Optimization exercise on an open flow, not production practice. RTL: at most simulated, not proved equivalent. Function not checked: runs 1 to 5. Power: default activity.

==> flow/design.v <==
package bellmanFordPkg;
    typedef logic [8-1:0] nodeId_t;
    typedef logic signed [8-1:0] weight_t;
    typedef logic signed [16-1:0] distance_t;
    typedef logic [13-1:0] graphAddress_t;
    typedef logic [128-1:0] graphLine_t;
endpackage
module bellmanFordTop (
    input  logic                          clock,
    input  logic                          reset,
    input  logic                          start,
    input  bellmanFordPkg::nodeId_t       source,
    input  bellmanFordPkg::nodeId_t       destination,
    input  bellmanFordPkg::nodeId_t       nodeCount,
    output logic                          graphReadEnable,
    output bellmanFordPkg::graphAddress_t graphAddress,
    input  bellmanFordPkg::graphLine_t    graphData,
    output logic                          outWriteEnable,
    output bellmanFordPkg::graphAddress_t outAddress,
    output bellmanFordPkg::distance_t     outData,
    output logic                          busy,
    output logic                          finish,
    output logic                          negCycle
);
    localparam int NN = 31;
    localparam int DW = 13;
    typedef enum logic [2:0] {S_IDLE, S_RUN, S_PD, S_PN, S_PE, S_FIN} state_t;
    typedef enum logic [2:0] {F_WAIT, F_IDXW, F_IDX, F_ADJW, F_FIRST, F_LINE, F_GAP} fetch_t;
    state_t st;
    fetch_t fst;
    logic [4:0] srcR, dstR;
    logic [4:0] nR;
    logic [5:0] passCnt;
    logic [DW-1:0] distT [1:NN];
    logic [4:0]    predT [1:NN];
    logic [NN:1]   reached;
    logic [NN:1]   dirty;
    logic                 aValid, duRd;
    logic [4:0]           pAddr;
    logic signed [7:0]    aW;
    logic                 bValid, bInit;
    logic [4:0]           bNode;
    logic signed [DW-1:0] bCand, bTD;
    logic                 bTR;
    logic signed [DW-1:0] du;
    logic [4:0]           procNode, selNode;
    logic                 selPend;
    logic [5:0]           pos;
    logic [2:0] slot;
    logic [7:0] rem;
    logic       reqPend, pendIdx;
    logic [5:0] outCnt;
    logic signed [DW-1:0] pDist;
    logic [4:0]           pPred;
    logic                 pReached;
    assign pDist    = distT[pAddr];
    assign pPred    = predT[pAddr];
    assign pReached = reached[pAddr];
    logic wrEn, negDetect, fwd;
    logic [NN:1] bSel;
    always_comb
        for (int i = 1; i <= NN; i++)
            bSel[i] = bNode == 5'(i);
    assign wrEn = bValid && (bInit || !bTR || (bCand < bTD));
    assign negDetect = bValid && !bInit && (bCand < -13'sd960);
    assign fwd = wrEn && (bNode == pAddr);
    logic signed [DW-1:0] fDist;
    logic                 fReached;
    assign fDist    = fwd ? bCand : pDist;
    assign fReached = fwd || pReached;
    logic [NN:1] hiM, loOH, hiOH;
    logic        anyHi, anyD;
    logic [4:0]  selHi, selLo;
    logic [4:0]  selR;
    logic [NN:1] selOH;
    logic        selAny, selWrap;
    always_comb
    begin
        for (int i = 1; i <= NN; i++)
            hiM[i] = dirty[i] && (6'(i) >= pos);
        anyHi = |hiM;
        anyD  = |dirty;
        for (int i = 1; i <= NN; i++)
        begin
            hiOH[i] = hiM[i];
            loOH[i] = dirty[i];
            for (int j = 1; j < i; j++)
            begin
                if (hiM[j]) hiOH[i] = 1'b0;
                if (dirty[j]) loOH[i] = 1'b0;
            end
        end
        selHi = '0;
        selLo = '0;
        for (int i = 1; i <= NN; i++)
        begin
            if (hiOH[i]) selHi = selHi | 5'(i);
            if (loOH[i]) selLo = selLo | 5'(i);
        end
    end
    logic       lastInLine, nextLast;
    always_comb
    begin
        lastInLine = (rem <= 8'd1) || (slot == 3'd7);
        nextLast   = !lastInLine && ((rem == 8'd2) || (slot == 3'd6));
    end
    logic [4:0] slotNode;
    logic [7:0] slotW;
    always_comb
    begin
        slotNode = graphData[120 - 16*slot +: 5];
        slotW    = graphData[112 - 16*slot +: 8];
    end
    logic [7:0] lFirst;
    assign lFirst = graphData[119:112];
    logic issueIdx, issueCont, negPass, doneNow;
    always_comb
    begin
        issueIdx  = 1'b0;
        issueCont = 1'b0;
        doneNow   = 1'b0;
        if (st == S_RUN)
        begin
            case (fst)
                F_LINE:
                    if (!reqPend)
                    begin
                        if (nextLast)
                        begin
                            if (rem != 8'd2) issueCont = 1'b1;
                            else if (selAny) issueIdx = 1'b1;
                        end
                        else if (lastInLine)
                        begin
                            if (rem > 8'd1)  issueCont = 1'b1;
                            else if (selAny) issueIdx = 1'b1;
                        end
                    end
                F_WAIT:
                    if (selAny) issueIdx = 1'b1;
                    else if (!anyD && !aValid && !bValid) doneNow = 1'b1;
                default: ;
            endcase
        end
        negPass = issueIdx && selWrap && (passCnt == {nR, 1'b0});
    end
    logic issueNode;
    assign issueNode = issueIdx && !negPass;
    always_ff @(posedge clock)
    begin
        for (int i = 1; i <= NN; i++)
        begin
            if (wrEn && bSel[i])
            begin
                distT[i] <= bCand;
                predT[i] <= procNode;
            end
        end
    end
    always_ff @(posedge clock)
    begin
        for (int i = 1; i <= NN; i++)
        begin
            if (st == S_IDLE)
            begin
                reached[i] <= 1'b0;
                dirty[i] <= 1'b0;
            end
            else
            begin
                if (wrEn && bSel[i])
                    reached[i] <= 1'b1;
                if (issueNode && selOH[i])
                    dirty[i] <= 1'b0;
                else if (wrEn && !bInit && bSel[i] && !(selPend && selNode == 5'(i)))
                    dirty[i] <= 1'b1;
            end
        end
    end
    always_ff @(posedge clock)
    begin
        selR <= anyHi ? selHi : selLo;
        selOH <= anyHi ? hiOH : loOH;
        selAny <= anyD;
        selWrap <= !anyHi;
    end
    always_ff @(posedge clock)
    begin
        if (reset)
        begin
            st <= S_IDLE;
            busy <= 1'b0;
            fst <= F_WAIT;
            graphReadEnable <= 1'b0;
            outWriteEnable <= 1'b0;
            finish <= 1'b0;
            negCycle <= 1'b0;
            aValid <= 1'b0;
            duRd <= 1'b0;
            bValid <= 1'b0;
            bInit <= 1'b0;
            reqPend <= 1'b0;
            selPend <= 1'b0;
        end
        else
        begin
            graphReadEnable <= 1'b0;
            outWriteEnable <= 1'b0;
            finish <= 1'b0;
            aValid <= 1'b0;
            duRd <= 1'b0;
            pAddr <= slotNode;
            aW <= slotW;
            bValid <= aValid;
            bInit <= 1'b0;
            bNode <= pAddr;
            bCand <= du + {{(DW-8){aW[7]}}, aW};
            bTD <= fDist;
            bTR <= fReached;
            if (duRd)
            begin
                du <= fDist;
                selPend <= 1'b0;
            end
            case (st)
                S_IDLE:
                begin
                    fst <= F_WAIT;
                    if (start)
                    begin
                        srcR <= source[4:0];
                        dstR <= destination[4:0];
                        nR <= nodeCount[4:0];
                        negCycle <= 1'b0;
                        passCnt <= 6'd1;
                        bValid <= 1'b1;
                        bInit <= 1'b1;
                        bNode <= source[4:0];
                        bCand <= '0;
                        procNode <= source[4:0];
                        selNode <= source[4:0];
                        selPend <= 1'b0;
                        pos <= {1'b0, source[4:0]} + 6'd1;
                        graphReadEnable <= 1'b1;
                        graphAddress <= bellmanFordPkg::graphAddress_t'(source[4:0]);
                        reqPend <= 1'b0;
                        fst <= F_IDXW;
                        st <= S_RUN;
                        busy <= 1'b1;
                    end
                end
                S_RUN:
                begin
                    if (issueNode)
                    begin
                        graphReadEnable <= 1'b1;
                        graphAddress <= bellmanFordPkg::graphAddress_t'(selR);
                        selNode <= selR;
                        selPend <= 1'b1;
                        pos <= {1'b0, selR} + 6'd1;
                        if (selWrap)
                            passCnt <= passCnt + 6'd1;
                    end
                    if (issueCont)
                    begin
                        graphReadEnable <= 1'b1;
                        graphAddress <= graphAddress + 13'd1;
                    end
                    case (fst)
                        F_WAIT:
                            if (issueIdx) fst <= F_IDXW;
                        F_IDXW:
                            fst <= F_IDX;
                        F_IDX:
                        begin
                            graphReadEnable <= 1'b1;
                            graphAddress <= graphData[13-1:0];
                            fst <= F_ADJW;
                        end
                        F_ADJW:
                        begin
                            pAddr <= selNode;
                            duRd <= 1'b1;
                            procNode <= selNode;
                            slot <= 3'd1;
                            fst <= F_FIRST;
                        end
                        F_FIRST:
                        begin
                            aValid <= lFirst != 8'd0;
                            rem <= (lFirst == 8'd0) ? 8'd0 : lFirst - 8'd1;
                            slot <= 3'd2;
                            fst <= F_LINE;
                        end
                        F_GAP:
                            fst <= F_LINE;
                        F_LINE:
                        begin
                            aValid <= rem != 8'd0;
                            if (rem != 8'd0)
                                rem <= rem - 8'd1;
                            slot <= slot + 3'd1;
                            if (nextLast && (issueCont || issueIdx))
                            begin
                                reqPend <= 1'b1;
                                pendIdx <= issueIdx;
                            end
                            if (lastInLine)
                            begin
                                reqPend <= 1'b0;
                                slot <= 3'd0;
                                if (reqPend)
                                    fst <= pendIdx ? F_IDX : F_LINE;
                                else if (issueCont)
                                    fst <= F_GAP;
                                else if (issueIdx)
                                    fst <= F_IDXW;
                                else
                                    fst <= F_WAIT;
                            end
                        end
                        default:
                            fst <= F_WAIT;
                    endcase
                    if (doneNow)
                    begin
                        pAddr <= dstR;
                        st <= S_PD;
                    end
                    if (negDetect || negPass)
                    begin
                        negCycle <= 1'b1;
                        finish <= 1'b1;
                        graphReadEnable <= 1'b0;
                        aValid <= 1'b0;
                        bValid <= 1'b0;
                        fst <= F_WAIT;
                        st <= S_FIN;
                    end
                end
                S_PD:
                begin
                    pAddr <= pAddr;
                    outWriteEnable <= 1'b1;
                    outCnt <= 6'd0;
                    outAddress <= '0;
                    outData <= pReached ? {{(16-DW){pDist[DW-1]}}, pDist} : 16'hFFFF;
                    if (pReached)
                        st <= S_PN;
                    else
                    begin
                        finish <= 1'b1;
                        st <= S_FIN;
                    end
                end
                S_PN:
                begin
                    outWriteEnable <= 1'b1;
                    outCnt <= outCnt + 6'd1;
                    outAddress <= bellmanFordPkg::graphAddress_t'(outCnt + 6'd1);
                    outData <= 16'(pAddr);
                    if (pAddr == srcR)
                        st <= S_PE;
                    else
                        pAddr <= pPred;
                end
                S_PE:
                begin
                    outWriteEnable <= 1'b1;
                    outCnt <= outCnt + 6'd1;
                    outAddress <= bellmanFordPkg::graphAddress_t'(outCnt + 6'd1);
                    outData <= 16'hFFFF;
                    finish <= 1'b1;
                    st <= S_FIN;
                end
                default:
                begin
                    st <= S_IDLE;
                    busy <= 1'b0;
                end
            endcase
        end
    end
endmodule
==> flow/run.sh <==
#!/bin/bash
# synth_recipe.tcl (not shown) runs the flow's synth.tcl, then flattens the netlist and writes it again
# the make line also repeats each setting of config.mk as NAME=value (left out here)
make -C /OpenROAD-flow-scripts/flow DESIGN_CONFIG=/design/flow/config.mk WORK_HOME=/design/flow/orfs CLKGATE_MAP_FILE= SYNTH_SCRIPT=/design/flow/synth_recipe.tcl finish
==> flow/config.mk <==
export PLATFORM = sky130hd
export DESIGN_NAME = bellmanFordTop
export DESIGN_NICKNAME = bellmanFordTop
export VERILOG_FILES = /design/flow/design.v
export SDC_FILE = /design/flow/constraint.sdc
export NUM_CORES = 4
export LEC_CHECK = 0
export CAP_MARGIN = 20
export CORE_MARGIN = 2
export CORE_UTILIZATION = 40
export SLEW_MARGIN = 20
==> flow/constraint.sdc <==
create_clock -name core_clock -period 8.0 [get_ports {clock}]
set_input_delay 1.6000 -clock core_clock [delete_from_list [all_inputs] [get_ports {clock}]]
set_output_delay 1.6000 -clock core_clock [all_outputs]
set_load 0.01 [all_outputs]
==> summary.md, run 1 <==
| Metric | Value |
|---|---|
| Status | `no timing/DRC/antenna violations` |
| DR iter-0 viols | `3136` |
| Worst slew pin tran | `1.184 ns` |
| P_sw | `2.760 mW` |
| Area grow syn2layout | `17.49%` |
| Final setup violation count | `0` |
| Synth top area share | `60.15%` |
| Final #Nets | `between 2000 and 3000` |
| DR WL/cell | `~29 um` |
| Detailed Route WL | `~110000 um` |
| Hold path cells | `1` |
| Ys flop type | `edfxtp_1` |
| Slew Limit Fails | `0` |
| Fraction of synthesized area in multiplexers | `about 3.2%` |
| Initial Util | `a little over 40%` |
| Via count | `~24000` |
| Die H | `between 200 and 300 um` |
| DIE AREA | `approximately 0.089 mm2` |
| Largest family of logic cells by synthesized area | `compound AO/OA/AOI/OAI gates` |
| Clock tree buffer depth | `3` |
| Synth unique cells | `a little over 100` |
| IO Count | `between 200 and 250` |
| Standard cell core area | `0.08662 mm2` |
| Sequential element share of the synthesized area | `between 60% and 70%` |
| Die width | `roughly 300 um` |
| Sink Count | `between 800 and 900` |
| Finished Core Util | `between 40% and 50%` |
| Root Buffer | `clkbuf_16` |
| Netlist Area Pre-Place | `about 0.035 mm2` |
| Path depth of the worst reg2reg path | `10` |
| Antenna diodes | `0` |
| Yosys top cell by area | `edfxtp_1` |
| Fillers | `approximately 7500` |
| First-pass GRT wire length | `roughly 160000 um` |
| Initial antenna violation count | `1` |
| Share of cells above drive strength 1 | `a little under an eighth` |
| Number of synthesized flops with an enable pin | `approximately 700` |
| Synth Area in Adders | `1.494%` |
| PortBufs | `162` |
| Async SR Flop Fraction | `0%` |
| Post-synth top cells | `698 x edfxtp_1, 153 x nor2_1, 142 x a22oi_1` |
| Hold_ws | `roughly 0.42 ns` |
| Critical Path Source Type | `flop` |
| Gate power share | `between 10% and 20%` |
| Count leader, synth | `edfxtp_1` |
| Peak supply drop | `~0.26 mV` |
| Unrepaired setup endpoints after global routing | `false` |
| Tmin final | `roughly 4.6 ns` |
| Slew HR | `approximately a fifth` |
| Post CTS Setup Buffer Count | `0` |
| Data required, critical path | `about 8.4 ns` |
| Setup Skew | `0.03559 ns` |
| Clock transition at path regs | `0.06 ns` |
| Routed Antenna Nets | `0` |
| Post-CTS sizing | `0` |
| CTS tree | `done` |
| Post-Synth XOR/XNOR Area | `around 1.5%` |
| Pwr Density | `253.9 mW/mm2` |
| Sw Share | `about a quarter` |
| Largest net degree at the start of global routing | `64` |
| FP Rows | `108` |
| Synth Instances | `around 2500` |
| Syn. warnings | `21` |
| Synth Area in Compound Gates | `approximately 15%` |
| Vias in the first global route | `23326` |
| Gr ovfl total | `0` |
| First-pass DRT Iterations | `5` |
| CP Max Fanout | `12` |
| Synth area leaders | `edfxtp_1 60%, dfxtp_1 6.7%, a22oi_1 3.1%` |
| Int Power | `7.637 mW` |
| Placed wire-length estimate | `between 70000 and 80000 um` |
| Remaining DRCs | `0` |
| CP Capture Type | `flop` |
| Crit path kind | `flop to flop` |
| F_max | `0.2172 GHz` |
| Mean Syn Cell Area | `13.78 um2` |
| Tcrit/Tclk final | `a little under three fifths` |
| Vias per cell | `~6.2` |
| Final setup TNS | `0 ns` |
| Clk Latency, worst-skew pair | `about 0.66 ns` |
| TritonCTS buffer count | `a little under 90` |
| Worst Hold Class | `flop to flop` |
| H-tree levels | `3` |
| Crit path DAT | `4.97 ns` |
| Pleak | `between 10 and 15 nW` |
| GP Congestion | `around 0.92` |
| Synth Register Bits | `roughly 800` |
| Post-synthesis simple-gate area fraction | `about a tenth` |
| Final hold violation count | `0` |
| GRT Total Usage | `about a quarter` |
| Register share of total power | `between 40 and 50%` |
| Max cap viols | `0` |
| Clk pwr share | `approximately two fifths` |
| Hold_buf cts | `0` |
critical path, cell delays in order (launching register included):
cell and delay (ns):
edfxtp_1 0.82, inv_1 0.36, ha_1 0.42, and4b_1 0.54, buf_4 0.35, a22oi_1 0.18, nand4_1 0.10, nor3_1 0.92
a21oi_1 0.26, a221oi_2 0.25, o22ai_1 0.11
power by group through the flow:
stage	clock (mW)	sequential (mW)	combinational (mW)
detailed placement	0	5.08	1.37
global placement	0	5.07	1.35
finish	4.00	4.99	1.41
floorplan	0	5.02	0.796
global route	4.19	5.00	1.50
CTS	4.02	4.99	1.38
path summary, 6_finish.rpt:
path,startpoint,to,slack [ns]
setup / recovery,pAddr[0],pAddr[4],3.40
hold / removal,selOH[1],dirty[1],0.42
setup reg to reg,pAddr[0],pAddr[4],3.40
hold reg to reg,selOH[1],dirty[1],0.42
kinds of logic (layout without fill, tap and decap cells):
group	Yosys count	count (layout)
flip-flops	815	815
AO/OA/AOI/OAI	707	707
AND/OR/NAND/NOR	617	617
buffers and inverters	222	449
multiplexers	67	67
XOR/XNOR	59	59
adder cells (fa/ha/maj)	41	41
other	1	6
through the flow:
| stage | cell area, um2 | setup slack [ns] | instances | power, mW |
|---|---|---|---|---|
| 5_1_grt | 40940 | 3.190 | 3916 | 10.69 |
| 2_1_floorplan | 34870 | 3.470 | 2534 | 5.816 |
| 3_5_place_dp | 38060 | 3.417 | 3753 | 6.451 |
| 3_3_place_gp | 38060 | 3.358 | 3753 | 6.424 |
| 6_report | 40940 | 3.395 | 3916 | 10.40 |
| 4_1_cts | 40890 | 3.417 | 3914 | 10.40 |
layout make-up:
| type | instances | area (um2) | area share (%) |
|---|---|---|---|
| sequential | 815 | 23300 | 56.91 |
| clock inverter | 53 | 524.3 | 1.280 |
| tap | 1155 | 1445 | 3.530 |
| clock buffer | 108 | 2308 | 5.638 |
| inverter | 58 | 217.7 | 0.5317 |
| multi-input combinational | 1497 | 10990 | 26.83 |
| timing repair buffer | 230 | 2160 | 5.274 |
placed cells by master (no fill, tap or decap), types with 11 or more instances in the layout:
cell type / instances
mux4_2: 33
a221oi_1: 75
clkbuf_1: 18
mux2i_1: 13
nor2_1: 124
o22ai_1: 13
nor2_4: 24
xor2_1: 16
edfxtp_1: 698
nor3b_1: 11
nand2b_1: 24
nor3_1: 36
mux2_2: 17
or3_1: 18
nand2_1: 134
a211oi_1: 12
a21oi_1: 117
nand3_1: 53
and2_1: 11
o21ai_0: 76
o21ai_1: 18
a22oi_1: 142
nor4_1: 17
dfxtp_1: 117
xnor2_1: 43
clkdlybuf4s50_1: 162
buf_4: 66
o32a_1: 11
clkinv_1: 21
a31oi_1: 11
nor2b_1: 14
inv_1: 53
clkinv_2: 16
clkbuf_16: 89
ha_1: 40
nand4_1: 58
a22o_1: 86
o21a_1: 45
and3_1: 11
sequential cells by signal (all words and copies together) (netlist names), 6 cells and up:
signal / flops
aW: 8
bCand: 13
bTD: 13
dirty: 31
distT: 403
du: 13
graphAddress: 13
outData: 13
passCnt: 6
pos: 6
predT: 155
reached: 31
rem: 8
selOH: 31
per-layer routing:
layer	wire, um	vias to the layer above	global-route usage, %	share of wire, %
met5	0	-	0	0
met4	3948	0	8.131	3.4
met3	10740	200	3.704	9.3
met2	53800	1423	40.19	47
met1	46470	12366	35.23	40
li1	-	10379	-	-
==> run 2, diff against run 1 <==
--- a/flow/config.mk
+++ b/flow/config.mk
@@ -9,3 +9,5 @@
 export CORE_MARGIN = 2
 export CORE_UTILIZATION = 40
+export SETUP_SLACK_MARGIN = 5.0
 export SLEW_MARGIN = 20
+export TNS_END_PERCENT = 100
==> run 2 against run 1 <==
  * Register-to-register slack improved by 1.2 ns
  * Non-clock buffer count rose by 374
  * Fmax rose by 35%
  * Sequential power fell by 1%
  * Clock-buffer cell count fell by 6
  * Die area did not move
  * Combinational power rose by 47%
  * Critical path depth rose by 6
  * Sequential share of layout area fell by 8.0 points
  * Global-route usage rose by 2.9 points
  * First-iteration DRC count rose by 34%
  * Critical endpoint is now predT[21][1]
==> summary.md, run 2 <==
| Metric | Value |
|---|---|
| Die H | `299.2 um (unchanged)` |
| Tmin final | `3.421 ns (was 4.605 ns)` |
| Share of cells above drive strength 1 | `27.74% (was 11.99%)` |
| Most frequent cells in the layout | `698 x edfxtp_1, 195 x buf_4, 141 x a22oi_1 (was 698 x edfxtp_1, 162 x clkdlybuf4s50_1, 142 x a22oi_1)` |
| Crit path kind | `flop to flop (unchanged)` |
| Standard cell core area | `0.08662 mm2 (unchanged)` |
| Vias per cell | `6.388 (was 6.223)` |
| Tcrit/Tclk final | `42.76% (was 57.56%)` |
| H-tree levels | `3 (unchanged)` |
| Final #Nets | `3262 (was 2885)` |
| Syn. warnings | `21 (unchanged)` |
| Post-synth top cells | `698 x edfxtp_1, 153 x nor2_1, 142 x a22oi_1 (unchanged)` |
| GRT Total Usage | `27.99% (was 25.09%)` |
| DR WL/cell | `32.25 um (was 29.36 um)` |
| Peak supply drop | `0.2147 mV (was 0.2567 mV)` |
| FP Rows | `108 (unchanged)` |
| Status | `no timing/DRC/antenna violations (unchanged)` |
| Sequential element share of the synthesized area | `66.87% (unchanged)` |
| Die width | `299.2 um (unchanged)` |
| Synth Register Bits | `815 (unchanged)` |
| CP Capture Type | `flop (unchanged)` |
| Count leader, synth | `edfxtp_1 (unchanged)` |
| Final hold violation count | `0 (unchanged)` |
| Yosys top cell by area | `edfxtp_1 (unchanged)` |
| Sink Count | `815 (unchanged)` |
| Async SR Flop Fraction | `0% (unchanged)` |
| Most common cell after layout, fill and taps aside | `edfxtp_1 (unchanged)` |
| Initial antenna violation count | `3 (was 1)` |
| Hold_buf cts | `0 (unchanged)` |
| Reg with most FFs | `distT (unchanged)` |
| Worst slew pin tran | `1.142 ns (was 1.184 ns)` |
| DIE AREA | `0.08950 mm2 (unchanged)` |
| Number of synthesized flops with an enable pin | `698 (unchanged)` |
| Mean Syn Cell Area | `13.78 um2 (unchanged)` |
| Final WS setup | `4.579 ns (was 3.395 ns)` |
| Max incr delay on CP | `0.43 ns (was 0.92 ns)` |
| Critical-path cell list | `buf_12 -> ha_1 -> a21o_1 -> a21oi_2 -> o21ai_2 -> a21oi_2 -> o21ai_2 -> buf_12 -> buf_6 -> buf_6 -> buf_6 -> or3_4 -> buf_6 -> nor2_4 -> buf_12 -> buf_12 (was inv_1 -> ha_1 -> and4b_1 -> buf_4 -> a22oi_1 -> nand4_1 -> nor3_1 -> a21oi_1 -> a221oi_2 -> o22ai_1)` |
| Largest net degree at the start of global routing | `64 (unchanged)` |
| Unrepaired setup endpoints after global routing | `true (was false)` |
| Slowest-stage cell, CP | `edfxtp_1 (was nor3_1)` |
| Max cap viols | `0 (unchanged)` |
| Synth unique cells | `102 (unchanged)` |
| First-pass DRT Iterations | `8 (was 5)` |
| Synth Instances | `2529 (unchanged)` |
| Initial Util | `40.23% (unchanged)` |
| Detailed Route WL | `138500 um (was 115000 um)` |
| Crit path DAT | `3.79 ns (was 4.97 ns)` |
| R2R Setup Slk | `4.58 ns (was 3.40 ns)` |
| Ys flop type | `edfxtp_1 (unchanged)` |
| Antenna diodes | `0 (unchanged)` |
| Leading registers by flop count | `distT: 403 flops, predT: 155 flops (unchanged)` |
| Routed Antenna Nets | `0 (unchanged)` |
| First-pass GRT wire length | `181300 um (was 163600 um)` |
| Pleak | `16.54 nW (was 13.47 nW)` |
| Netlist Area Pre-Place | `0.03485 mm2 (unchanged)` |
| Slew Limit Fails | `0 (unchanged)` |
| Via count | `27438 (was 24368)` |
| Largest register FFs | `403 (unchanged)` |
| Clock transition at path regs | `0.06 ns (about the same)` |
| Setup Skew | `0.06649 ns (was 0.03559 ns)` |
| Placed wire-length estimate | `71800 um (was 72080 um)` |
| Synth top area share | `60.15% (unchanged)` |
| IO Count | `202 (unchanged)` |
| Root Buffer | `clkbuf_16 (unchanged)` |
| Remaining DRCs | `0 (unchanged)` |
| Final setup TNS | `0 ns (unchanged)` |
| TritonCTS buffer count | `86 (was 87)` |
| CTS tree | `done (unchanged)` |
| Data required, critical path | `8.37 ns (was 8.36 ns)` |
| Pwr Density | `229.9 mW/mm2 (was 253.9 mW/mm2)` |
| CP Max Fanout | `17 (was 12)` |
| Area grow syn2layout | `36.70% (was 17.49%)` |
| Slew HR | `23.88% (was 20.46%)` |
| Critical Path Source Type | `flop (unchanged)` |
| Clk Latency, worst-skew pair | `0.69 ns (was 0.66 ns)` |
| Worst Hold Class | `flop to flop (unchanged)` |
| Setup Slack @ Placement | `3.416 ns (was 3.417 ns)` |
| F_max | `0.2923 GHz (was 0.2172 GHz)` |
| DR iter-0 viols | `4188 (was 3136)` |
| Fillers | `6730 (was 7462)` |
| Synth area leaders | `edfxtp_1 60%, dfxtp_1 6.7%, a22oi_1 3.1% (unchanged)` |
| Gr ovfl total | `0 (unchanged)` |
| Vias in the first global route | `25211 (was 23326)` |
| PortBufs | `162 (unchanged)` |
| Clock tree buffer depth | `3 (unchanged)` |
| Final setup violation count | `0 (unchanged)` |
| GP Congestion | `0.8785 (was 0.9239)` |
-- run 2: changes by cell type in the layout (fill, tap and decap cells not counted), moves of 25 or more --
cell	previous run	this run
buf_6	0	70
buf_4	66	195
clkdlybuf4s50_1	162	112
a221oi_2	5	43
buf_12	0	113
dlygate4sd2_1	0	30
a221oi_1	75	37
clkbuf_16	89	114
-- run 2: cells by family (layout without fill, tap and decap cells) --
| logic type | after synthesis | in the layout | share of synthesized area, % |
|---|---|---|---|
| fa+ha+maj | 41 | 41 | 1.494 |
| buf+inv | 222 | 824 | 2.761 |
| xor+xnor | 59 | 59 | 1.483 |
| mux | 67 | 67 | 3.185 |
| other cells | 1 | 6 | 0.01076 |
| simple gates | 617 | 620 | 9.493 |
| compound gates | 707 | 708 | 14.71 |
| flops | 815 | 815 | 66.87 |
-- run 2: final cells by class --
cell class	instances	area, um2	share of cell area (%)
flip-flops and latches	815	23300	48.92
multi-input cells	1501	12250	25.71
repair buffers	604	7641	16.04
clock buffers	102	2212	4.644
well taps	1155	1445	3.034
clock inverters	60	554.3	1.164
inverters	58	232.7	0.4885
-- run 2: report_power, final --
| part | switching, mW | internal (mW) |
|---|---|---|
| clock | 1.80 | 2.15 |
| sequential | 0.109 | 4.83 |
| combinational | 1.24 | 0.828 |
-- run 2: per-stage QoR --
stage                     cells  instance area (um2)  power, mW  utilization (%)  hold slack [ns]
after floorplan            2534                35230      5.848                -           0.4007
after global placement     3741                38050      6.437            43.93           0.4138
after detailed placement   3741                38080      6.454            43.96           0.4161
after CTS                  4120                44650      10.62            51.54           0.4297
after global routing       4295                47640      11.22            55.00           0.4359
final                      4295                47640      10.95            55.00           0.4279
-- run 2: worst paths after layout --
check,startpoint,endpoint,cells after the start
min,selOH[11],dirty[11],1
max,bCand[7],predT[21][1],16
min reg2reg,selOH[11],dirty[11],1
max reg2reg,bCand[7],predT[21][1],16
-- run 2: timing repair --
action	CTS	global route
setup endpoints to repair	802	709
gates cloned	25	33
hold endpoints to repair	0	0
pin swaps	61	92
buffers inserted	192	141
resized for setup	293	213
-- run 2: critical path, delay by kind of cell (launching register included) --
kind | cells | cell delay, ns
buf+inv | 8 | 1.15
fa+ha+maj | 1 | 0.31
simple gates | 2 | 0.52
compound gates | 5 | 0.66
flops | 1 | 0.43
-- run 2: per-layer routing --
metal	routed length (um)	vias to the layer above	GRT usage [%]
met2	62010	2168	43.73
met5	45	-	0
li1	-	11189	-
met4	7897	6	11.49
met3	17970	423	5.936
met1	50610	13652	38.12
==> run 3, diff against run 2 <==
--- a/flow/config.mk
+++ b/flow/config.mk
@@ -6,4 +6,5 @@
 export NUM_CORES = 4
 export LEC_CHECK = 0
+export ABC_CLOCK_PERIOD_IN_PS = 3000
 export CAP_MARGIN = 20
 export CORE_MARGIN = 2
==> run 3 against run 2 <==
  * Still clean on timing, DRC and antenna
  * Non-clock buffer count unchanged
  * Synthesized cell count unchanged
  * Design area did not move
  * Highest routed layer unchanged
==> summary.md, run 3 <==
| Metric | Value |
|---|---|
| Largest net degree at the start of global routing | `64 (unchanged)` |
| Reg with most FFs | `distT (unchanged)` |
| Area grow syn2layout | `36.70% (unchanged)` |
| Slew HR | `23.88% (unchanged)` |
| Max incr delay on CP | `0.43 ns (about the same)` |
| Setup Slack @ Placement | `3.416 ns (unchanged)` |
| Synth top area share | `60.15% (unchanged)` |
| Clock tree buffer depth | `3 (unchanged)` |
| Root Buffer | `clkbuf_16 (unchanged)` |
| F_max | `0.2923 GHz (unchanged)` |
| Synth Register Bits | `815 (unchanged)` |
| Routed Antenna Nets | `0 (unchanged)` |
| H-tree levels | `3 (unchanged)` |
| Placed wire-length estimate | `71800 um (unchanged)` |
| Largest register FFs | `403 (unchanged)` |
| Worst path buffer plus inverter count | `8 (unchanged)` |
| CP Max Fanout | `17 (unchanged)` |
| Gr ovfl total | `0 (unchanged)` |
| Mean Syn Cell Area | `13.78 um2 (unchanged)` |
| Data required, critical path | `8.37 ns (about the same)` |
| Sequential element share of the synthesized area | `66.87% (unchanged)` |
| Status | `no timing/DRC/antenna violations (unchanged)` |
| Reg-to-Reg Start | `bCand[7] (unchanged)` |
| Synth area leaders | `edfxtp_1 60%, dfxtp_1 6.7%, a22oi_1 3.1% (unchanged)` |
| Post-Layout Cell Count | `4295 (unchanged)` |
| Async SR Flop Fraction | `0% (unchanged)` |
| Sink Count | `815 (unchanged)` |
| Final setup violation count | `0 (unchanged)` |
| Vias per cell | `6.388 (unchanged)` |
| PortBufs | `162 (unchanged)` |
| R2R Setup Slk | `4.58 ns (about the same)` |
| Synth unique cells | `102 (unchanged)` |
| Syn. warnings | `21 (unchanged)` |
| Initial Util | `40.23% (unchanged)` |
| Unrepaired setup endpoints after global routing | `true (unchanged)` |
| Vias in the first global route | `25211 (unchanged)` |
| Worst slew pin tran | `1.142 ns (unchanged)` |
| FP Rows | `108 (unchanged)` |
| Synth Instances | `2529 (unchanged)` |
| First-pass DRT Iterations | `8 (unchanged)` |
| Critical-path cell list | `buf_12 -> ha_1 -> a21o_1 -> a21oi_2 -> o21ai_2 -> a21oi_2 -> o21ai_2 -> buf_12 -> buf_6 -> buf_6 -> buf_6 -> or3_4 -> buf_6 -> nor2_4 -> buf_12 -> buf_12 (unchanged)` |
| Standard cell core area | `0.08662 mm2 (unchanged)` |
| Clk Latency, worst-skew pair | `0.69 ns (about the same)` |
| Slowest-stage cell, CP | `edfxtp_1 (unchanged)` |
| Pleak | `16.54 nW (unchanged)` |
| Yosys top cell by area | `edfxtp_1 (unchanged)` |
| Cells after DPL | `3741 (unchanged)` |
| GP Congestion | `0.8785 (unchanged)` |
| GRT Total Usage | `27.99% (unchanged)` |
| Tmin final | `3.421 ns (unchanged)` |
| DIE AREA | `0.08950 mm2 (unchanged)` |
| Peak supply drop | `0.2147 mV (unchanged)` |
| Tcrit/Tclk final | `42.76% (unchanged)` |
| Netlist Area Pre-Place | `0.03485 mm2 (unchanged)` |
| Critical Path Source Type | `flop (unchanged)` |
| Remaining DRCs | `0 (unchanged)` |
| Die width | `299.2 um (unchanged)` |
| Initial antenna violation count | `3 (unchanged)` |
| CP Launch Point | `bCand[7] (unchanged)` |
| Final setup TNS | `0 ns (unchanged)` |
| Clock transition at path regs | `0.06 ns (about the same)` |
| Crit-path leading delay family | `buffers and inverters (unchanged)` |
| Slew Limit Fails | `0 (unchanged)` |
| Post-synth top cells | `698 x edfxtp_1, 153 x nor2_1, 142 x a22oi_1 (unchanged)` |
| Finished Core Util | `55.00% (unchanged)` |
| DR iter-0 viols | `4188 (unchanged)` |
| Pwr Density | `229.9 mW/mm2 (unchanged)` |
| Via count | `27438 (unchanged)` |
| Hold Crit Start | `selOH[11] (unchanged)` |
| Leading registers by flop count | `distT: 403 flops, predT: 155 flops (unchanged)` |
| Die H | `299.2 um (unchanged)` |
| First-pass GRT wire length | `181300 um (unchanged)` |
| CTS tree | `done (unchanged)` |
| Final hold violation count | `0 (unchanged)` |
| Max cap viols | `0 (unchanged)` |
| Number of synthesized flops with an enable pin | `698 (unchanged)` |
| Antenna diodes | `0 (unchanged)` |
| Share of cells above drive strength 1 | `27.74% (unchanged)` |
| IO Count | `202 (unchanged)` |
| Final #Nets | `3262 (unchanged)` |
| Tot Pwr | `10.95 mW (unchanged)` |
| Worst Hold Class | `flop to flop (unchanged)` |
| Hold_buf cts | `0 (unchanged)` |
| CP Capture Type | `flop (unchanged)` |
| TritonCTS buffer count | `86 (unchanged)` |
| Ys flop type | `edfxtp_1 (unchanged)` |
| Crit path DAT | `3.79 ns (about the same)` |
| Crit path kind | `flop to flop (unchanged)` |
| Most common cell after layout, fill and taps aside | `edfxtp_1 (unchanged)` |
| Detailed Route WL | `138500 um (unchanged)` |
| DR WL/cell | `32.25 um (unchanged)` |
| Final WS setup | `4.579 ns (unchanged)` |
| Fillers | `6730 (unchanged)` |
| Setup Skew | `0.06649 ns (unchanged)` |
| Count leader, synth | `edfxtp_1 (unchanged)` |
| Most frequent cells in the layout | `698 x edfxtp_1, 195 x buf_4, 141 x a22oi_1 (unchanged)` |
==> run 3: worst paths after layout <==
check                 end  cells after the start
max          predT[21][1]                     16
min             dirty[11]                      1
max reg2reg  predT[21][1]                     16
min reg2reg     dirty[11]                      1
==> run 3: where the power goes <==
group / switching (mW) / internal (mW)
clock: 1.80 / 2.15
combinational: 1.24 / 0.828
sequential: 0.109 / 4.83
==> run 3: cell families after synthesis <==
logic type                 after synthesis  share of synthesized area (%)
adders and majority gates               41                          1.494
buffers and inverters                  222                          2.761
and+or+nand+nor                        617                          9.493
DFF                                    815                          66.87
muxes                                   67                          3.185
AOI/OAI and AO/OA                      707                          14.71
other                                    1                        0.01076
xor gates and xnor gates                59                          1.483
==> run 3: routing by layer <==
| layer | vias up | global-route usage [%] | share of wire [%] |
|---|---|---|---|
| li1 | 11189 | - | - |
| met1 | 13652 | 38.12 | 37 |
| met2 | 2168 | 43.73 | 45 |
| met5 | - | 0 | 0.032 |
| met3 | 423 | 5.936 | 13 |
| met4 | 6 | 11.49 | 5.7 |
==> run 3: layout make-up <==
cell class / count / area (um2) / area share, %
Clock buffer: 102 / 2212 / 4.644
Inverter: 58 / 232.7 / 0.4885
Tap cell: 1155 / 1445 / 3.034
Multi-Input combinational cell: 1501 / 12250 / 25.71
Timing Repair Buffer: 604 / 7641 / 16.04
Clock inverter: 60 / 554.3 / 1.164
Sequential cell: 815 / 23300 / 48.92
==> run 3: through the flow <==
step	area, um2	hold slack [ns]
floorplan	35230	0.4007
global placement	38050	0.4138
detailed placement	38080	0.4161
CTS	44650	0.4297
global route	47640	0.4359
finish	47640	0.4279
==> run 3: repair_timing <==
item | CTS | global route
gates resized for setup | 293 | 213
setup buffers | 192 | 141
endpoints found under the setup margin | 802 | 709
pin swaps | 61 | 92
cloned | 25 | 33
==> run 4, diff against run 3 <==
--- a/flow/config.mk
+++ b/flow/config.mk
@@ -6,5 +6,5 @@
 export NUM_CORES = 4
 export LEC_CHECK = 0
-export ABC_CLOCK_PERIOD_IN_PS = 3000
+export ABC_AREA = 1
 export CAP_MARGIN = 20
 export CORE_MARGIN = 2
==> run 4 against run 3 <==
  * Still clean on timing, DRC and antenna
  * Register-to-register slack better by 0.40 ns
  * Synthesized cell count grew 45%
  * Largest cell class unchanged
  * Combinational power increased by 85%
  * Sequential share of layout area up 2.6 points
  * Global-route usage down 3.6 points
  * Critical path type unchanged
==> summary.md, run 4 <==
| Metric | Value |
|---|---|
| Gr ovfl total | `0 (unchanged)` |
| Hold_buf cts | `0 (unchanged)` |
| Vias in the first global route | `26922 (was 25211)` |
| Synth Instances | `3663 (was 2529)` |
| Final setup TNS | `0 ns (unchanged)` |
| Fillers | `8291 (was 6730)` |
| CP Launch Point | `pAddr[0] (was bCand[7])` |
| Reg with most FFs | `distT (unchanged)` |
| DIE AREA | `0.09436 mm2 (was 0.08950 mm2)` |
| Initial Util | `40.23% (about the same)` |
| Number of synthesized flops with an enable pin | `698 (unchanged)` |
| Reg area | `0.02330 mm2 (about the same)` |
| DR iter-0 viols | `3062 (was 4188)` |
| Antenna diodes | `0 (unchanged)` |
| H-tree levels | `3 (unchanged)` |
| Area grow syn2layout | `22.92% (was 36.70%)` |
| Synth unique cells | `63 (was 102)` |
| Most common cell after layout, fill and taps aside | `nand2_1 (was edfxtp_1)` |
| First-pass DRT Iterations | `6 (was 8)` |
| Critical Path Source Type | `flop (unchanged)` |
| Post-Layout Cell Count | `5264 (was 4295)` |
| Netlist Area Pre-Place | `0.03677 mm2 (was 0.03485 mm2)` |
| Wire length on met2 | `54860 um (was 62010 um)` |
| Tmin final | `3.023 ns (was 3.421 ns)` |
| Mean Syn Cell Area | `10.04 um2 (was 13.78 um2)` |
| GP Congestion | `0.9307 (was 0.8785)` |
| Clock tree buffer depth | `3 (unchanged)` |
| Crit path DAT | `3.43 ns (was 3.79 ns)` |
| Count leader, synth | `nand2_1 (was edfxtp_1)` |
| Synth Register Bits | `815 (unchanged)` |
| Die H | `307.2 um (was 299.2 um)` |
| Detailed Route WL | `119000 um (was 138500 um)` |
| Clk Latency, worst-skew pair | `0.67 ns (was 0.69 ns)` |
| Cells after DPL | `4963 (was 3741)` |
| Routed Antenna Nets | `0 (unchanged)` |
| Crit path kind | `flop to flop (unchanged)` |
| IO Count | `202 (unchanged)` |
| Largest register FFs | `403 (unchanged)` |
| Area of the multi-input gates | `0.01187 mm2 (was 0.01225 mm2)` |
| Final hold violation count | `0 (unchanged)` |
| Root Buffer | `clkbuf_16 (unchanged)` |
| Tot Pwr | `13.13 mW (was 10.95 mW)` |
| Pwr Density | `290.5 mW/mm2 (was 229.9 mW/mm2)` |
| Slew HR | `29.33% (was 23.88%)` |
| PortBufs | `162 (unchanged)` |
| M1 WL | `48110 um (was 50610 um)` |
| Sink Count | `815 (unchanged)` |
| Initial antenna violation count | `2 (was 3)` |
| FP Rows | `111 (was 108)` |
| Pleak | `16.98 nW (was 16.54 nW)` |
| Ys flop type | `edfxtp_1 (unchanged)` |
| Remaining DRCs | `0 (unchanged)` |
| First-pass GRT wire length | `171500 um (was 181300 um)` |
| CP Max Fanout | `14 (was 17)` |
| Data required, critical path | `8.41 ns (was 8.37 ns)` |
| Worst slew pin tran | `1.059 ns (was 1.142 ns)` |
| Via count | `28779 (was 27438)` |
| Clock transition at path regs | `0.06 ns (about the same)` |
| Final #Nets | `4204 (was 3262)` |
| Slowest-stage cell, CP | `edfxtp_1 (unchanged)` |
| GRT Total Usage | `24.42% (was 27.99%)` |
| Setup Skew | `0.05317 ns (was 0.06649 ns)` |
| Unrepaired setup endpoints after global routing | `true (unchanged)` |
| Peak supply drop | `0.1624 mV (was 0.2147 mV)` |
| TritonCTS buffer count | `86 (unchanged)` |
| Hold_ws | `0.4489 ns (was 0.4279 ns)` |
| Critical-path cell list | `buf_4 -> buf_6 -> ha_4 -> nand2_4 -> nor2_2 -> buf_6 -> a22o_4 -> nor3_4 -> nand4_1 -> o21ai_2 -> nand3_1 (was buf_12 -> ha_1 -> a21o_1 -> a21oi_2 -> o21ai_2 -> a21oi_2 -> o21ai_2 -> buf_12 -> buf_6 -> buf_6 -> buf_6 -> or3_4 -> buf_6 -> nor2_4 -> buf_12 -> buf_12)` |
| Die width | `307.2 um (was 299.2 um)` |
| Syn. warnings | `21 (unchanged)` |
| Async SR Flop Fraction | `0% (unchanged)` |
| Most frequent cells in the layout | `887 x nand2_1, 698 x edfxtp_1, 348 x nor2_1 (was 698 x edfxtp_1, 195 x buf_4, 141 x a22oi_1)` |
| Worst Hold Class | `flop to flop (unchanged)` |
| CTS tree | `done (unchanged)` |
| Slew Limit Fails | `0 (unchanged)` |
| Synth area leaders | `edfxtp_1 57%, nand2_1 9.2%, dfxtp_1 6.4% (was edfxtp_1 60%, dfxtp_1 6.7%, a22oi_1 3.1%)` |
| Placed wire-length estimate | `76570 um (was 71800 um)` |
| DR WL/cell | `22.60 um (was 32.25 um)` |
| Status | `no timing/DRC/antenna violations (unchanged)` |
| Top layer in use | `met4 (was met5)` |
| Share of cells above drive strength 1 | `13.46% (was 27.74%)` |
| Leading registers by flop count | `distT: 403 flops, predT: 155 flops (unchanged)` |
| Most common cell on crit path | `buf_6` |
| Reg-to-Reg Start | `pAddr[0] (was bCand[7])` |
| CP Capture Type | `flop (unchanged)` |
| Sequential element share of the synthesized area | `63.38% (was 66.87%)` |
| Post-synth top cells | `897 x nand2_1, 698 x edfxtp_1, 376 x inv_1 (was 698 x edfxtp_1, 153 x nor2_1, 142 x a22oi_1)` |
| Max cap viols | `0 (unchanged)` |
| F_max | `0.3308 GHz (was 0.2923 GHz)` |
| Final setup violation count | `0 (unchanged)` |
| Tcrit/Tclk final | `37.79% (was 42.76%)` |
| Wire length on met3 | `10980 um (was 17970 um)` |
| Max incr delay on CP | `0.51 ns (was 0.43 ns)` |
| Synth top area share | `57.01% (was 60.15%)` |
| Largest net degree at the start of global routing | `59 (was 64)` |
| Standard cell core area | `0.09139 mm2 (was 0.08662 mm2)` |
| Yosys top cell by area | `edfxtp_1 (unchanged)` |
| Hold Crit Start | `reached[15] (was selOH[11])` |
| Vias per cell | `5.467 (was 6.388)` |
-- run 4: changes by cell type after synthesis, sizes merged, moves of 41 or more --
cell | previous run | this run
a21oi | 118 | 159
a221oi | 80 | 9
a22o | 86 | 32
a22oi | 142 | 8
clkbuf | 111 | 63
inv | 58 | 395
nand2 | 135 | 917
nand3 | 55 | 176
nand4 | 59 | 165
nor2 | 154 | 398
o21a | 45 | 3
o21ai | 95 | 199
-- run 4: timing repair --
action,in CTS,in global routing
endpoints found under the setup margin,776,661
gates resized for setup,186,99
cloned,2,8
buffers inserted,86,47
pin swaps,13,19
-- run 4: path summary, 6_finish.rpt --
path              slack [ns]     endpoint  depth (start not counted)
setup / recovery        4.98     pAddr[0]                         11
hold / removal          0.45  reached[15]                          2
setup reg to reg        4.98     pAddr[0]                         11
hold reg to reg         0.45  reached[15]                          2
-- run 4: cell families after synthesis --
logic type	synth area share [%]
XOR/XNOR	0.6908
AO/OA/AOI/OAI	7.660
flip-flops	63.38
other	0.01020
adder cells (fa/ha/maj)	1.416
AND/OR/NAND/NOR	21.16
buffers and inverters	5.690
-- run 4: where the power goes --
part	total, mW	internal, mW	switching (mW)
combinational	3.82	1.21	2.61
clock	4.01	2.29	1.72
sequential	5.29	5.13	0.161
-- run 4: layout make-up --
cell class,count,share of cell area (%)
Clock inverter,50,1.265
Timing Repair Buffer,366,8.801
Sequential cell,815,51.56
Tap cell,1186,3.283
Timing Repair inverter,2,0.02492
Multi-Input combinational cell,2331,26.27
Clock buffer,108,5.066
Inverter,406,3.735
-- run 4: stage by stage --
step	area [um2]	setup WS (ns)	util, %
finish	45200	4.977	49.46
global route	45200	4.817	49.46
CTS	44290	4.961	48.47
detailed placement	39880	3.359	43.64
global placement	39810	3.385	43.57
floorplan	36800	5.025	-
-- run 4: worst max-delay path, delay by kind of cell (launching register included) --
family / cells / cell delay, ns
flops: 1 / 0.51
fa+ha+maj: 1 / 0.16
simple gates: 5 / 1.06
compound gates: 2 / 0.55
buf+inv: 3 / 0.47
-- run 4: metal layers --
layer  GRT usage [%]  vias up
met1           32.80    13864
met5               0        -
met3           4.336      215
met4           9.109        0
met2           39.61     1377
li1                -    13323
==> run 5, diff against run 4 <==
--- a/flow/config.mk
+++ b/flow/config.mk
@@ -6,8 +6,7 @@
 export NUM_CORES = 4
 export LEC_CHECK = 0
-export ABC_AREA = 1
 export CAP_MARGIN = 20
 export CORE_MARGIN = 2
-export CORE_UTILIZATION = 40
+export CORE_UTILIZATION = 30
 export SETUP_SLACK_MARGIN = 5.0
 export SLEW_MARGIN = 20
==> run 5 against run 4 <==
  * Still clean on timing, DRC and antenna
  * Clock skew down 0.019 ns
  * Worst setup slack worse by 0.25 ns
  * Sequential cell count unchanged
  * Via count down 6.3%
  * Utilization down 8.7 points
  * Clock-buffer cell count down 3
  * Register-to-register slack worse by 0.25 ns
  * Global-route usage down 3.5 points
  * Critical path type unchanged
  * Largest power group unchanged
==> summary.md, run 5 <==
| Metric | Value |
|---|---|
| Reg-to-Reg Start | `bCand[10] (was pAddr[0])` |
| Setup Skew | `0.03465 ns (was 0.05317 ns)` |
| Synth top area share | `60.15% (was 57.01%)` |
| Most common cell after layout, fill and taps aside | `edfxtp_1 (was nand2_1)` |
| Unrepaired setup endpoints after global routing | `true (unchanged)` |
| GRT Total Usage | `20.96% (was 24.42%)` |
| Reg with most FFs | `distT (unchanged)` |
| Hold_buf cts | `0 (unchanged)` |
| Area grow syn2layout | `35.48% (was 22.92%)` |
| Fraction of synthesized area in multiplexers | `3.185% (was 0%)` |
| Final setup TNS | `0 ns (unchanged)` |
| Max cap viols | `0 (unchanged)` |
| Clock tree buffer depth | `3 (unchanged)` |
| Synth Instances | `2529 (was 3663)` |
| Synth Area in Compound Gates | `14.71% (was 7.660%)` |
| Vias in the first global route | `24766 (was 26922)` |
| Int Power | `8.049 mW (was 8.634 mW)` |
| Tot Pwr | `11.20 mW (was 13.13 mW)` |
| Die width | `344.8 um (was 307.2 um)` |
| Largest family of logic cells by synthesized area | `compound AO/OA/AOI/OAI gates (was simple AND/OR/NAND/NOR gates)` |
| F_max | `0.3052 GHz (was 0.3308 GHz)` |
| Max incr delay on CP | `0.47 ns (was 0.51 ns)` |
| Detailed Route WL | `136300 um (was 119000 um)` |
| Hold path cells | `1 (was 2)` |
| PortBufs | `162 (unchanged)` |
| Post-Layout Cell Count | `4602 (was 5264)` |
| Peak supply drop | `0.2020 mV (was 0.1624 mV)` |
| Crit path kind | `flop to flop (unchanged)` |
| Final #Nets | `3202 (was 4204)` |
| Critical-path cell list | `ha_4 -> a21o_1 -> a21o_1 -> a21oi_2 -> o21ai_2 -> a21oi_4 -> buf_6 -> buf_12 -> o21ai_4 -> buf_6 -> or3_4 -> buf_6 -> nor2_4 -> buf_12 -> clkbuf_16 (was buf_4 -> buf_6 -> ha_4 -> nand2_4 -> nor2_2 -> buf_6 -> a22o_4 -> nor3_4 -> nand4_1 -> o21ai_2 -> nand3_1)` |
| Cells after DPL | `4115 (was 4963)` |
| R2R Setup Slk | `4.72 ns (was 4.98 ns)` |
| Synth Area in Adders | `1.494% (was 1.416%)` |
| Path depth of the worst reg2reg path | `15 (was 11)` |
| Via count | `26972 (was 28779)` |
| Worst slew pin tran | `1.142 ns (was 1.059 ns)` |
| Worst Hold Class | `flop to flop (unchanged)` |
| P_sw | `3.150 mW (was 4.493 mW)` |
| Placed wire-length estimate | `69080 um (was 76570 um)` |
| DR iter-0 viols | `3988 (was 3062)` |
| Crit-path leading delay family | `buffers and inverters (was simple AND/OR/NAND/NOR gates)` |
| Post-synth top cells | `698 x edfxtp_1, 153 x nor2_1, 142 x a22oi_1 (was 897 x nand2_1, 698 x edfxtp_1, 376 x inv_1)` |
| Synth area leaders | `edfxtp_1 60%, dfxtp_1 6.7%, a22oi_1 3.1% (was edfxtp_1 57%, nand2_1 9.2%, dfxtp_1 6.4%)` |
| H-tree levels | `3 (unchanged)` |
| IO Count | `202 (unchanged)` |
| Number of synthesized flops with an enable pin | `698 (unchanged)` |
| Final setup violation count | `0 (unchanged)` |
| Register share of total power | `44.1% (was 40.3%)` |
| Netlist Area Pre-Place | `0.03485 mm2 (was 0.03677 mm2)` |
| Clock transition at path regs | `0.06 ns (about the same)` |
| Status | `no timing/DRC/antenna violations (unchanged)` |
| DR WL/cell | `29.61 um (was 22.60 um)` |
| Leading registers by flop count | `distT: 403 flops, predT: 155 flops (unchanged)` |
| Initial Util | `30.11% (was 40.23%)` |
| GP Congestion | `0.9231 (was 0.9307)` |
| FP Rows | `125 (was 111)` |
| Crit path DAT | `3.67 ns (was 3.43 ns)` |
| Ys flop type | `edfxtp_1 (unchanged)` |
| Remaining DRCs | `0 (unchanged)` |
| Clk pwr share | `38.0% (was 30.6%)` |
| Most frequent cells in the layout | `698 x edfxtp_1, 164 x buf_4, 137 x a22oi_1 (was 887 x nand2_1, 698 x edfxtp_1, 348 x nor2_1)` |
| Critical path depth | `15 (was 11)` |
| Hold Crit Start | `selOH[16] (was reached[15])` |
| DIE AREA | `0.1189 mm2 (was 0.09436 mm2)` |
| Hold_ws | `0.4071 ns (was 0.4489 ns)` |
| Yosys top cell by area | `edfxtp_1 (unchanged)` |
| Post-synthesis simple-gate area fraction | `9.493% (was 21.16%)` |
| Routed Antenna Nets | `0 (unchanged)` |
| Tcrit/Tclk final | `40.96% (was 37.79%)` |
| Critical Path Source Type | `flop (unchanged)` |
| Slew HR | `23.84% (was 29.33%)` |
| Slew Limit Fails | `0 (unchanged)` |
| CTS tree | `done (unchanged)` |
| Gate power share | `17.9% (was 29.1%)` |
| Data required, critical path | `8.39 ns (was 8.41 ns)` |
| Worst path buffer plus inverter count | `6 (was 3)` |
| Pleak | `16.05 nW (was 16.98 nW)` |
| Async SR Flop Fraction | `0% (unchanged)` |
| Die H | `344.8 um (was 307.2 um)` |
| Count leader, synth | `edfxtp_1 (was nand2_1)` |
| Pwr Density | `237.2 mW/mm2 (was 290.5 mW/mm2)` |
| Root Buffer | `clkbuf_16 (unchanged)` |
| Synth unique cells | `102 (was 63)` |
| Mean Syn Cell Area | `13.78 um2 (was 10.04 um2)` |
| Post-Synth XOR/XNOR Area | `1.483% (was 0.6908%)` |
| Hold Path End | `dirty[16] (was reached[15])` |
| Standard cell core area | `0.1157 mm2 (was 0.09139 mm2)` |
| Tmin final | `3.277 ns (was 3.023 ns)` |
| Vias per cell | `5.861 (was 5.467)` |
| CP Max Fanout | `5 (was 14)` |
| Syn. warnings | `21 (unchanged)` |
| TritonCTS buffer count | `88 (was 86)` |
| Final hold violation count | `0 (unchanged)` |
| Slowest-stage cell, CP | `edfxtp_1 (unchanged)` |
| Initial antenna violation count | `1 (was 2)` |
| First-pass GRT wire length | `179700 um (was 171500 um)` |
| Sink Count | `815 (unchanged)` |
| Reg2reg end | `distT[22][6] (was pAddr[0])` |
| Gr ovfl total | `0 (unchanged)` |
| Clk Latency, worst-skew pair | `0.69 ns (was 0.67 ns)` |
| Largest net degree at the start of global routing | `64 (was 59)` |
| First-pass DRT Iterations | `6 (unchanged)` |
| Synth Register Bits | `815 (unchanged)` |
| Sw Share | `28.13% (was 34.23%)` |
| CP Capture Type | `flop (unchanged)` |
| Share of cells above drive strength 1 | `26.46% (was 13.46%)` |
| Largest register FFs | `403 (unchanged)` |
| Sequential element share of the synthesized area | `66.87% (was 63.38%)` |
| Most common cell on crit path | `buf_6 (unchanged)` |
run 5: per-stage QoR:
step | area [um2] | utilization [%] | worst slack [ns]
final | 47210 | 40.79 | 4.723
after global placement | 38560 | 33.32 | 3.494
after global routing | 47210 | 40.79 | 4.647
after floorplan | 35230 | - | 4.905
after CTS | 45550 | 39.36 | 4.811
after detailed placement | 38600 | 33.35 | 3.431
run 5: layout make-up:
| class | count | area [um2] |
|---|---|---|
| Fill cell | 10425 | 68520 |
| Sequential cell | 815 | 23310 |
| Multi-Input combinational cell | 1501 | 12200 |
| Timing Repair Buffer | 542 | 6588 |
| Clock buffer | 105 | 2286 |
| Tap cell | 1524 | 1907 |
| Clock inverter | 55 | 695.7 |
| Inverter | 58 | 226.5 |
| Antenna cell | 2 | 5.005 |
run 5: cells by family after synthesis:
logic type	Yosys count
mux	67
xor+xnor	59
compound gates	707
buf+inv	222
fa+ha+maj	41
other cells	1
simple gates	617
flops	815
run 5: how the worst max path moves through the flow:
stage,from,to
after floorplan,slot[1],passCnt[0]
after global placement,bCand[10],distT[23][8]
after detailed placement,bCand[10],distT[23][8]
after CTS,bCand[10],distT[5][2]
after global routing,bCand[10],distT[22][5]
final,bCand[10],distT[22][6]
run 5: timing repair:
item,in CTS,in global routing
resized for setup,332,145
gates cloned,22,22
pin swaps,78,76
setup buffers,221,60
endpoints found under the setup margin,803,690
run 5: power groups by stage:
stage / sequential [mW] / combinational (mW) / clock, mW
floorplan: 5.02 / 0.829 / 0
global placement: 5.09 / 1.35 / 0
detailed placement: 5.09 / 1.36 / 0
CTS: 4.93 / 1.79 / 4.23
global route: 4.95 / 2.08 / 4.43
finish: 4.94 / 2.01 / 4.25
run 5: per-layer routing:
layer  part of all wire [%]  wire (um)  vias up  GRT usage (%)
li1                       -          -    11044              -
met1                     37      50490    13410          28.02
met2                     44      59710     2052          32.20
met3                     13      17700      466          5.145
met4                    6.1       8369        0          9.443
met5                      0          0        -              0
==> run 6, diff against run 5 <==
--- a/flow/design.v
+++ b/flow/design.v
@@ -43,4 +43,7 @@
     logic signed [DW-1:0] bCand, bTD;
     logic                 bTR;
+    logic                 cValid, cInit, cSupp;
+    logic [4:0]           cNode, cProc;
+    logic signed [DW-1:0] cCand;
     logic signed [DW-1:0] du;
     logic [4:0]           procNode, selNode;
@@ -57,21 +60,21 @@
     assign pPred    = predT[pAddr];
     assign pReached = reached[pAddr];
-    logic wrEn, negDetect, fwd;
-    logic [NN:1] bSel;
+    logic improve, negDetect, fwdB, fwdC;
+    logic [NN:1] cSel;
     always_comb
         for (int i = 1; i <= NN; i++)
-            bSel[i] = bNode == 5'(i);
-    assign wrEn = bValid && (bInit || !bTR || (bCand < bTD));
+            cSel[i] = cNode == 5'(i);
+    assign improve = bValid && (bInit || !bTR || (bCand < bTD));
     assign negDetect = bValid && !bInit && (bCand < -13'sd960);
-    assign fwd = wrEn && (bNode == pAddr);
+    assign fwdB = improve && (bNode == pAddr);
+    assign fwdC = cValid && (cNode == pAddr);
     logic signed [DW-1:0] fDist;
     logic                 fReached;
-    assign fDist    = fwd ? bCand : pDist;
-    assign fReached = fwd || pReached;
+    assign fDist    = fwdB ? bCand : fwdC ? cCand : pDist;
+    assign fReached = fwdB || fwdC || pReached;
     logic [NN:1] hiM, loOH, hiOH;
     logic        anyHi, anyD;
     logic [4:0]  selHi, selLo;
     logic [4:0]  selR;
-    logic [NN:1] selOH;
     logic        selAny, selWrap;
     always_comb
@@ -139,5 +142,5 @@
                 F_WAIT:
                     if (selAny) issueIdx = 1'b1;
-                    else if (!anyD && !aValid && !bValid) doneNow = 1'b1;
+                    else if (!anyD && !aValid && !bValid && !cValid) doneNow = 1'b1;
                 default: ;
             endcase
@@ -151,8 +154,8 @@
         for (int i = 1; i <= NN; i++)
         begin
-            if (wrEn && bSel[i])
+            if (cValid && cSel[i])
             begin
-                distT[i] <= bCand;
-                predT[i] <= procNode;
+                distT[i] <= cCand;
+                predT[i] <= cProc;
             end
         end
@@ -169,9 +172,9 @@
             else
             begin
-                if (wrEn && bSel[i])
+                if (cValid && cSel[i])
                     reached[i] <= 1'b1;
-                if (issueNode && selOH[i])
+                if (issueNode && selR == 5'(i))
                     dirty[i] <= 1'b0;
-                else if (wrEn && !bInit && bSel[i] && !(selPend && selNode == 5'(i)))
+                else if (cValid && !cInit && !cSupp && cSel[i])
                     dirty[i] <= 1'b1;
             end
@@ -181,5 +184,4 @@
     begin
         selR <= anyHi ? selHi : selLo;
-        selOH <= anyHi ? hiOH : loOH;
         selAny <= anyD;
         selWrap <= !anyHi;
@@ -200,4 +202,6 @@
             bValid <= 1'b0;
             bInit <= 1'b0;
+            cValid <= 1'b0;
+            cInit <= 1'b0;
             reqPend <= 1'b0;
             selPend <= 1'b0;
@@ -218,4 +222,10 @@
             bTD <= fDist;
             bTR <= fReached;
+            cValid <= improve;
+            cInit <= bInit;
+            cNode <= bNode;
+            cProc <= procNode;
+            cCand <= bCand;
+            cSupp <= selPend && bNode == selNode;
             if (duRd)
             begin
@@ -335,4 +345,5 @@
                         aValid <= 1'b0;
                         bValid <= 1'b0;
+                        cValid <= 1'b0;
                         fst <= F_WAIT;
                         st <= S_FIN;
--- a/flow/config.mk
+++ b/flow/config.mk
@@ -6,7 +6,8 @@
 export NUM_CORES = 4
 export LEC_CHECK = 0
+export ABC_AREA = 1
 export CAP_MARGIN = 20
 export CORE_MARGIN = 2
-export CORE_UTILIZATION = 30
+export CORE_UTILIZATION = 55
 export SETUP_SLACK_MARGIN = 5.0
 export SLEW_MARGIN = 20
==> run 6 against run 5 <==
  * First-iteration DRC count down 19%
  * Largest cell class unchanged
  * Total power up 23%
  * Still clean on timing, DRC and antenna
  * Combinational power increased by 120%
  * Sequential cell count decreased by 5
  * Critical path type unchanged
  * Clock-buffer cell count fell by 2
  * Synthesized area is 4.5% higher
  * Clock skew fell by 0.011 ns
  * Critical endpoint is now bTD[4]
  * Sequential share of layout area increased by 5.1 points
  * Via count rose by 2.9%
  * Sequential power is 9.3% higher
  * Largest power group unchanged
  * Highest routed layer is now met5
  * Wire length decreased by 19%
  * Utilization up 25 points
==> summary.md, run 6 <==
| Metric | Value |
|---|---|
| Status | `no timing/DRC/antenna violations (unchanged)` |
| Gr ovfl total | `0 (unchanged)` |
| First-pass GRT wire length | `161800 um (was 179700 um)` |
| Mean Syn Cell Area | `10.58 um2 (was 13.78 um2)` |
| CTS tree | `done (unchanged)` |
| Synth Area in Compound Gates | `8.436% (was 14.71%)` |
| GP Congestion | `0.9252 (was 0.9231)` |
| FP Rows | `94 (was 125)` |
| Crit path kind | `flop to flop (unchanged)` |
| Pleak | `16.46 nW (was 16.05 nW)` |
| Synth Instances | `3442 (was 2529)` |
| Yosys top cell by area | `edfxtp_1 (unchanged)` |
| Final setup violation count | `0 (unchanged)` |
| CP Max Fanout | `19 (was 5)` |
| H-tree levels | `3 (unchanged)` |
| Final setup TNS | `0 ns (unchanged)` |
| Post-Synth XOR/XNOR Area | `0.7938% (was 1.483%)` |
| Ys flop type | `edfxtp_1 (unchanged)` |
| Final hold violation count | `0 (unchanged)` |
| Worst Hold Class | `flop to flop (unchanged)` |
| Sink Count | `810 (was 815)` |
| Root Buffer | `clkbuf_16 (unchanged)` |
| Final WS setup | `4.896 ns (was 4.723 ns)` |
| R2R Setup Slk | `4.90 ns (was 4.72 ns)` |
| Final #Nets | `3898 (was 3202)` |
| Placement Cell Area | `0.03903 mm2 (was 0.03860 mm2)` |
| Hold Path End | `cProc[1] (was dirty[16])` |
| Fillers | `5032 (was 10425)` |
| Unrepaired setup endpoints after global routing | `true (unchanged)` |
| Count leader, synth | `edfxtp_1 (unchanged)` |
| Post-synth top cells | `722 x edfxtp_1, 714 x nand2_1, 378 x nor2_1 (was 698 x edfxtp_1, 153 x nor2_1, 142 x a22oi_1)` |
| Hold_ws | `0.4293 ns (was 0.4071 ns)` |
| Setup Skew | `0.02372 ns (was 0.03465 ns)` |
| Synth Area in Adders | `1.430% (was 1.494%)` |
| First-pass DRT Iterations | `6 (unchanged)` |
| Peak supply drop | `0.2214 mV (was 0.2020 mV)` |
| Fin area | `0.04302 mm2 (was 0.04721 mm2)` |
| Netlist Area Pre-Place | `0.03641 mm2 (was 0.03485 mm2)` |
| TritonCTS buffer count | `83 (was 88)` |
| Initial antenna violation count | `1 (unchanged)` |
| Die H | `261.3 um (was 344.8 um)` |
| F_max | `0.3221 GHz (was 0.3052 GHz)` |
| Worst slew pin tran | `1.114 ns (was 1.142 ns)` |
| Reg2reg end | `bTD[4] (was distT[22][6])` |
| Async SR Flop Fraction | `0% (unchanged)` |
| Critical Path Source Type | `flop (unchanged)` |
| Synth unique cells | `66 (was 102)` |
| Synth Register Bits | `810 (was 815)` |
| PortBufs | `162 (unchanged)` |
| Hold Crit Start | `procNode[1] (was selOH[16])` |
| Detailed Route WL | `110700 um (was 136300 um)` |
| Path depth of the worst reg2reg path | `15 (unchanged)` |
| Vias in the first global route | `26639 (was 24766)` |
| Placed wire-length estimate | `72390 um (was 69080 um)` |
| Setup Slack @ Placement | `3.544 ns (was 3.431 ns)` |
| Number of synthesized flops with an enable pin | `722 (was 698)` |
| Die width | `261.3 um (was 344.8 um)` |
| Data required, critical path | `8.37 ns (was 8.39 ns)` |
| Pwr Density | `320.7 mW/mm2 (was 237.2 mW/mm2)` |
| Leading registers by flop count | `distT: 403 flops, predT: 155 flops (unchanged)` |
| Initial Util | `55.48% (was 30.11%)` |
| Largest net degree at the start of global routing | `57 (was 64)` |
| Synth top area share | `59.55% (was 60.15%)` |
| DR WL/cell | `23.88 um (was 29.61 um)` |
| Slew HR | `25.68% (was 23.84%)` |
| Clk Latency, worst-skew pair | `0.64 ns (was 0.69 ns)` |
| Max cap viols | `0 (unchanged)` |
| Clock transition at path regs | `0.06 ns (about the same)` |
| Post-synthesis simple-gate area fraction | `19.87% (was 9.493%)` |
| Largest register FFs | `403 (unchanged)` |
| Antenna diodes | `0 (was 2)` |
| Vias per cell | `5.990 (was 5.861)` |
| Standard cell core area | `0.06563 mm2 (was 0.1157 mm2)` |
| Share of cells above drive strength 1 | `12.49% (was 26.46%)` |
| Via count | `27763 (was 26972)` |
| Most frequent cells in the layout | `722 x edfxtp_1, 704 x nand2_1, 349 x nor2_1 (was 698 x edfxtp_1, 164 x buf_4, 137 x a22oi_1)` |
| Area grow syn2layout | `18.15% (was 35.48%)` |
| Slew Limit Fails | `0 (unchanged)` |
| GRT Total Usage | `32.07% (was 20.96%)` |
| CP Capture Type | `flop (unchanged)` |
| Hold path cells | `0 (was 1)` |
| Tcrit/Tclk final | `38.80% (was 40.96%)` |
| Most common cell after layout, fill and taps aside | `edfxtp_1 (unchanged)` |
| Sequential element share of the synthesized area | `64.38% (was 66.87%)` |
| Routed Antenna Nets | `0 (unchanged)` |
| DR iter-0 viols | `3247 (was 3988)` |
| Tot Pwr | `13.80 mW (was 11.20 mW)` |
| Reg with most FFs | `distT (unchanged)` |
| Remaining DRCs | `0 (unchanged)` |
| Crit path DAT | `3.48 ns (was 3.67 ns)` |
| Tmin final | `3.104 ns (was 3.277 ns)` |
| Reg-to-Reg Start | `pAddr[1] (was bCand[10])` |
| Largest family of logic cells by synthesized area | `simple AND/OR/NAND/NOR gates (was compound AO/OA/AOI/OAI gates)` |
| Clock tree buffer depth | `3 (unchanged)` |
| Syn. warnings | `21 (unchanged)` |
| Synth area leaders | `edfxtp_1 60%, nand2_1 7.4%, dfxtp_1 4.8% (was edfxtp_1 60%, dfxtp_1 6.7%, a22oi_1 3.1%)` |
| DIE AREA | `0.06828 mm2 (was 0.1189 mm2)` |
| Fraction of synthesized area in multiplexers | `0% (was 3.185%)` |
| IO Count | `202 (unchanged)` |
| Hold_buf cts | `0 (unchanged)` |
run 6: report_power, final:
part	switching, mW	internal [mW]	leakage (nW)
sequential	0.234	5.16	7.29
combinational	3.00	1.37	7.78
clock	1.69	2.34	1.39
total	4.92	8.88	16.5
run 6: per-layer routing:
layer  share of wire [%]  global-route usage [%]  vias to the layer above
met2                  48                   52.43                     1371
met1                  39                   41.95                    13530
li1                    -                       -                    12612
met5              0.0081                       0                        -
met4                 4.6                   15.14                        2
met3                 8.9                   5.585                      248
run 6: how the worst max path moves through the flow:
stage | endpoint | slack (ns) | cells after the start | startpoint
floorplan | distT[18][0] | 4.83 | 3 | cNode[2]
global placement | passCnt[1] | 3.60 | 7 | reset
detailed placement | passCnt[3] | 3.54 | 7 | reset
CTS | outData[15] | 4.99 | 1 | outData[14]
global route | outData[0] | 4.84 | 18 | pAddr[0]
finish | bTD[4] | 4.90 | 15 | pAddr[1]
run 6: cell families (layout without fill, tap and decap cells):
| group | Yosys count | count (layout) |
|---|---|---|
| AOI/OAI and AO/OA | 485 | 485 |
| xor gates and xnor gates | 33 | 33 |
| adders and majority gates | 41 | 41 |
| buffers and inverters | 455 | 779 |
| DFF | 810 | 810 |
| other | 1 | 6 |
| and+or+nand+nor | 1617 | 1617 |
run 6: cell type report:
cell class	count	area, um2	share of cell area, %
sequential	810	23440	54.49
multi-input combinational	2182	11590	26.94
timing repair buffer	277	2671	6.209
clock buffer	103	2202	5.119
inverter	346	1373	3.191
tap	864	1081	2.513
clock inverter	51	643.1	1.495
timing repair inverter	2	17.52	0.04072
run 6: worst max-delay path, cell delays in order, from the launching register on:
cell        delay [ns]
edfxtp_1          0.53
clkinvlp_4        0.19
buf_4             0.17
ha_4              0.17
nand2_2           0.10
nor2_2            0.06
buf_6             0.17
a22o_1            0.23
nor2_1            0.18
nand4_1           0.14
nor2_2            0.20
nand2_1           0.17
nor2_2            0.22
nand2_1           0.08
nand3_1           0.11
nand2_1           0.10
run 6: timing repair:
| action | in CTS | in global routing |
|---|---|---|
| resized for setup | 116 | 67 |
| cloned | 2 | 1 |
| pin swaps | 19 | 32 |
| buffers inserted | 40 | 16 |
| endpoints found under the setup margin | 224 | 104 |
run 6: per-stage QoR:
stage | cells | utilization, %
floorplan | 3447 | -
global placement | 4409 | 59.41
detailed placement | 4411 | 59.48
CTS | 4607 | 64.72
global route | 4635 | 65.55
finish | 4635 | 65.55
Testbench counts of run 6, summed over its fixed seeds: cycles 22,568, queries 96.
